Background: an optimization exercise with open tools, aiming at small area. Do not read the settings as production practice.
At most, simulation tests tie the RTL to the original design; equivalence was not proved.

==> run a: inputs <==
Design fract_resampler, start of the top module:
module fract_resampler #(
    parameter int WIDTH   = 16,
    parameter int PHASE_W = 12,
    parameter int SR_BASE = 192
) (
    input  logic                 i_clk,
    input  logic                 i_rst_n,
    input  logic                 i_clear,
    input  logic [WIDTH-1:0]     i_din_i,
    input  logic [WIDTH-1:0]     i_din_q,
    input  logic                 i_din_vld,
    output logic                 o_rdy,
    output logic [2*WIDTH-1:0]   o_tdata,
    output logic                 o_tvalid,
    input  logic                 i_rdy,
    input  logic                 i_set_stb,
    input  logic [7:0]           i_set_addr,
    input  logic [31:0]          i_set_data,
    output logic [31:0]          o_out_cnt
);
    localparam logic [PHASE_W:0] STEP_ONE = {1'b1, {PHASE_W{1'b0}}};
    localparam int SUM_W = WIDTH + PHASE_W;    
    localparam logic [1:0] P_FILL0 = 2'b00;
    localparam logic [1:0] P_FILL1 = 2'b01;
    localparam logic [1:0] P_LOAD  = 2'b10;
    logic [1:0] rst_sync;
    logic       rst_int_n;
    logic [1:0]                 ph;
    logic                       calc;
    logic                       bypass;
    logic                       out_vld;
    logic [PHASE_W:0]           step;
    logic [PHASE_W:0]           step_new;
    logic [PHASE_W-1:0]         mu;
  ...
export LEC_CHECK = 0
export ABC_AREA = 1
export ABC_CLOCK_PERIOD_IN_PS = 9500
export CAP_MARGIN = 20
export CORE_MARGIN = 2
export CORE_UTILIZATION = 65
export SLEW_MARGIN = 20
create_clock -name core_clock -period 9.5 [get_ports {i_clk}]
standard.sh (not shown) runs the stock make flow with config.mk's settings and CLKGATE_MAP_FILE= SYNTH_SCRIPT=/design/flow/synth_recipe.tcl, a recipe that flattens the netlist after the stock synthesis.
==> flow/flow/run.sh <==
#!/bin/bash
# Layout flow: the standard flow (standard.sh) with these changes:
#  - synthesis: Yosys's synth runs with -noabc (no generic ABC pre-mapping before full-adder
#    extraction), and the final ABC mapping uses flow/abc_area.script, an area-oriented script
#    (ORFS's scripts folder is copied and only that file replaced). ABC maps only the
#    combinational logic, so the registers are those of the standard synthesis;
#  - port buffers use the smallest buffer cell, sky130_fd_sc_hd__buf_1;
#  - clock tree synthesis uses clkbuf_8 buffers and inserts no dummy loads.
# Each make run's full output goes to its own log here; ORFS keeps per-step logs in orfs/logs/.
set -euo pipefail
rm -rf scripts_abc
cp -r "$FLOW_HOME/scripts" scripts_abc
cp flow/abc_area.script scripts_abc/abc_area.script
bash standard.sh "SCRIPTS_DIR=$PWD/scripts_abc" "SYNTH_ARGS=-noabc" synth > synth_make.log 2>&1
bash standard.sh "BUFFER_PORTS_ARGS=-buffer_cell sky130_fd_sc_hd__buf_1" \
  "CTS_ARGS=-sink_clustering_enable -repair_clock_nets -dont_use_dummy_load -buf_list sky130_fd_sc_hd__clkbuf_8" \
  finish > flow_make.log 2>&1
==> flow/flow/abc_area.script <==
&get -n
&st
&dch
&nf -R 1000
&put
topo
stime -c
==> run b: changes against run a <==
==> flow/flow/run.sh (replaced) <==
#!/bin/bash
# Layout flow: the standard flow (standard.sh) with three changes:
#  - synthesis maps with flow/abc_area.script, an area-oriented ABC script (a copy of ORFS's
#    scripts folder with only that file replaced; registers are untouched by ABC);
#  - port buffers use the smallest buffer cell, sky130_fd_sc_hd__buf_1;
#  - clock tree synthesis uses clkbuf_8 buffers and inserts no dummy loads.
# Each make run's full output goes to its own log here; ORFS keeps per-step logs in orfs/logs/.
set -euo pipefail
rm -rf scripts_abc
cp -r "$FLOW_HOME/scripts" scripts_abc
cp flow/abc_area.script scripts_abc/abc_area.script
bash standard.sh "SCRIPTS_DIR=$PWD/scripts_abc" "SYNTH_ARGS=-noabc" synth > synth_make.log 2>&1
bash standard.sh "BUFFER_PORTS_ARGS=-buffer_cell sky130_fd_sc_hd__buf_1" \
  "CTS_ARGS=-sink_clustering_enable -repair_clock_nets -dont_use_dummy_load -buf_list sky130_fd_sc_hd__clkbuf_8" \
  finish > flow_make.log 2>&1
Settings changed: CORE_UTILIZATION 65 to 80.
==> run c: changes against run a <==
--- a/flow/design.v
+++ b/flow/design.v
@@ -16,17 +16,21 @@
     input  logic                 i_set_stb,
     input  logic [7:0]           i_set_addr,
     input  logic [31:0]          i_set_data,
     output logic [31:0]          o_out_cnt
 );
     localparam logic [PHASE_W:0] STEP_ONE = {1'b1, {PHASE_W{1'b0}}};
     localparam int SUM_W = WIDTH + PHASE_W;    
+    localparam int NROW  = PHASE_W / 2;        
+    localparam int ROW_W = WIDTH + 2;
     localparam logic [1:0] P_FILL0 = 2'b00;
     localparam logic [1:0] P_FILL1 = 2'b01;
     localparam logic [1:0] P_LOAD  = 2'b10;
+    localparam logic [SUM_W-1:0] SUM_K = SUM_W'(3 << (PHASE_W - 1))
+        - SUM_W'(((1 << (2 * NROW)) - 1) / 3 * (1 << (ROW_W - 1)));
     logic [1:0] rst_sync;
     logic       rst_int_n;
     logic [1:0]                 ph;
     logic                       calc;
     logic                       bypass;
     logic                       out_vld;
     logic [PHASE_W:0]           step;
==> flow/flow/run.sh (replaced) <==
#!/bin/bash
# Layout flow: the standard flow (standard.sh) with three changes:
#  - synthesis maps with flow/abc_area.script, an area-oriented ABC script (a copy of ORFS's
#    scripts folder with only that file replaced; registers are untouched by ABC);
#  - port buffers use the smallest buffer cell, sky130_fd_sc_hd__buf_1;
#  - clock tree synthesis uses clkbuf_8 buffers and inserts no dummy loads.
# Each make run's full output goes to its own log here; ORFS keeps per-step logs in orfs/logs/.
set -euo pipefail
rm -rf scripts_abc
cp -r "$FLOW_HOME/scripts" scripts_abc
cp flow/abc_area.script scripts_abc/abc_area.script
bash standard.sh "SCRIPTS_DIR=$PWD/scripts_abc" "SYNTH_ARGS=-noabc" synth > synth_make.log 2>&1
bash standard.sh "BUFFER_PORTS_ARGS=-buffer_cell sky130_fd_sc_hd__buf_1" \
  "CTS_ARGS=-sink_clustering_enable -repair_clock_nets -dont_use_dummy_load -buf_list sky130_fd_sc_hd__clkbuf_8" \
  finish > flow_make.log 2>&1
==> run d: changes against run a <==
--- a/flow/design.v
+++ b/flow/design.v
@@ -16,17 +16,21 @@
     input  logic                 i_set_stb,
     input  logic [7:0]           i_set_addr,
     input  logic [31:0]          i_set_data,
     output logic [31:0]          o_out_cnt
 );
     localparam logic [PHASE_W:0] STEP_ONE = {1'b1, {PHASE_W{1'b0}}};
     localparam int SUM_W = WIDTH + PHASE_W;    
+    localparam int NROW  = PHASE_W / 2;        
+    localparam int ROW_W = WIDTH + 2;
     localparam logic [1:0] P_FILL0 = 2'b00;
     localparam logic [1:0] P_FILL1 = 2'b01;
     localparam logic [1:0] P_LOAD  = 2'b10;
+    localparam logic [SUM_W-1:0] SUM_K = SUM_W'(3 << (PHASE_W - 1))
+        - SUM_W'(((1 << (2 * NROW)) - 1) / 3 * (1 << (ROW_W - 1)));
     logic [1:0] rst_sync;
     logic       rst_int_n;
     logic [1:0]                 ph;
     logic                       calc;
     logic                       bypass;
     logic                       out_vld;
     logic [PHASE_W:0]           step;
==> flow/flow/run.sh (replaced) <==
#!/bin/bash
# Layout flow: the standard flow (standard.sh) with three changes:
#  - synthesis maps with flow/abc_area.script, an area-oriented ABC script (a copy of ORFS's
#    scripts folder with only that file replaced; registers are untouched by ABC);
#  - port buffers use the smallest buffer cell, sky130_fd_sc_hd__buf_1;
#  - clock tree synthesis uses clkbuf_8 buffers and inserts no dummy loads.
# Each make run's full output goes to its own log here; ORFS keeps per-step logs in orfs/logs/.
set -euo pipefail
rm -rf scripts_abc
cp -r "$FLOW_HOME/scripts" scripts_abc
cp flow/abc_area.script scripts_abc/abc_area.script
bash standard.sh "SCRIPTS_DIR=$PWD/scripts_abc" "SYNTH_ARGS=-noabc" synth > synth_make.log 2>&1
bash standard.sh "BUFFER_PORTS_ARGS=-buffer_cell sky130_fd_sc_hd__buf_1" \
  "CTS_ARGS=-sink_clustering_enable -repair_clock_nets -dont_use_dummy_load -buf_list sky130_fd_sc_hd__clkbuf_8" \
  finish > flow_make.log 2>&1
Settings changed: CAP_MARGIN 20 to 10, GPL_TIMING_DRIVEN set to 0, SLEW_MARGIN 20 to 10.
==> results_dict.tcl <==
set metrics [dict create \
    multiInputGateArea_um2 6990 \
    status "complete, no violations" \
    seq_area_um2 4010 \
    buffers 182 \
    crit_cells 27 \
    routabilityCongestion 0.833 \
]
That was run a.
==> results_dict.tcl <==
set metrics [dict create \
    buffers 153 \
    seq_area_um2 4030 \
    status "complete, no violations" \
    crit_cells 23 \
    routabilityCongestion 0.846 \
    multiInputGateArea_um2 7090 \
]
That was run d.
==> results_dict.tcl <==
set metrics [dict create \
    status "complete, no violations" \
    seq_area_um2 4010 \
    fin_setup_tns_ps 0 \
    buffers 181 \
    crit_cells 25 \
]
That was run b.
==> results_dict.tcl <==
set metrics [dict create \
    routabilityCongestion 0.833 \
    yosys.area_share.simple_pct 6.87 \
    status "complete, no violations" \
    synth_seq_area_share_pct 35.4 \
    multiInputGateArea_um2 6990 \
    crit_cells 27 \
    seq_area_um2 4010 \
]
That was run c.
Function not checked in run c and run d: the RTL went through the layout flow alone.

## separate check: timing with driven ports
The flow's constraints put no driver on any port. The routed layouts listed below were extracted and timed again, unchanged, in two steps.
Step 1 sets driving cells, clkbuf_16 on the clock port and buf_2 on the other inputs (assumed; they add their load-dependent delay and slew).
Step 2 also shifts input and output timing later by t, the mid clock arrival at the registers, as if the neighbouring blocks saw the same clock.
Three values: ideal ports, drivers, drivers and shift; two values: the first two.
run | shift t [ns] | setup slack, ns | clock arrival spread, ns | worst register clock-pin slew, ns
run a | 0.485 | 0.521 / 0.481 / 0.966 | 0.050 / 0.050 | 0.10 / 0.10
run b | 0.489 | 0.388 / 0.347 / 0.798 | 0.042 / 0.041 | 0.10 / 0.10
run c | 0.485 | 0.521 / 0.481 / 0.966 | 0.050 / 0.050 | 0.10 / 0.10
run d | 0.480 | 0.321 / 0.278 / 0.758 | 0.043 / 0.042 | 0.10 / 0.10
After both steps setup and hold are still met in every run listed.
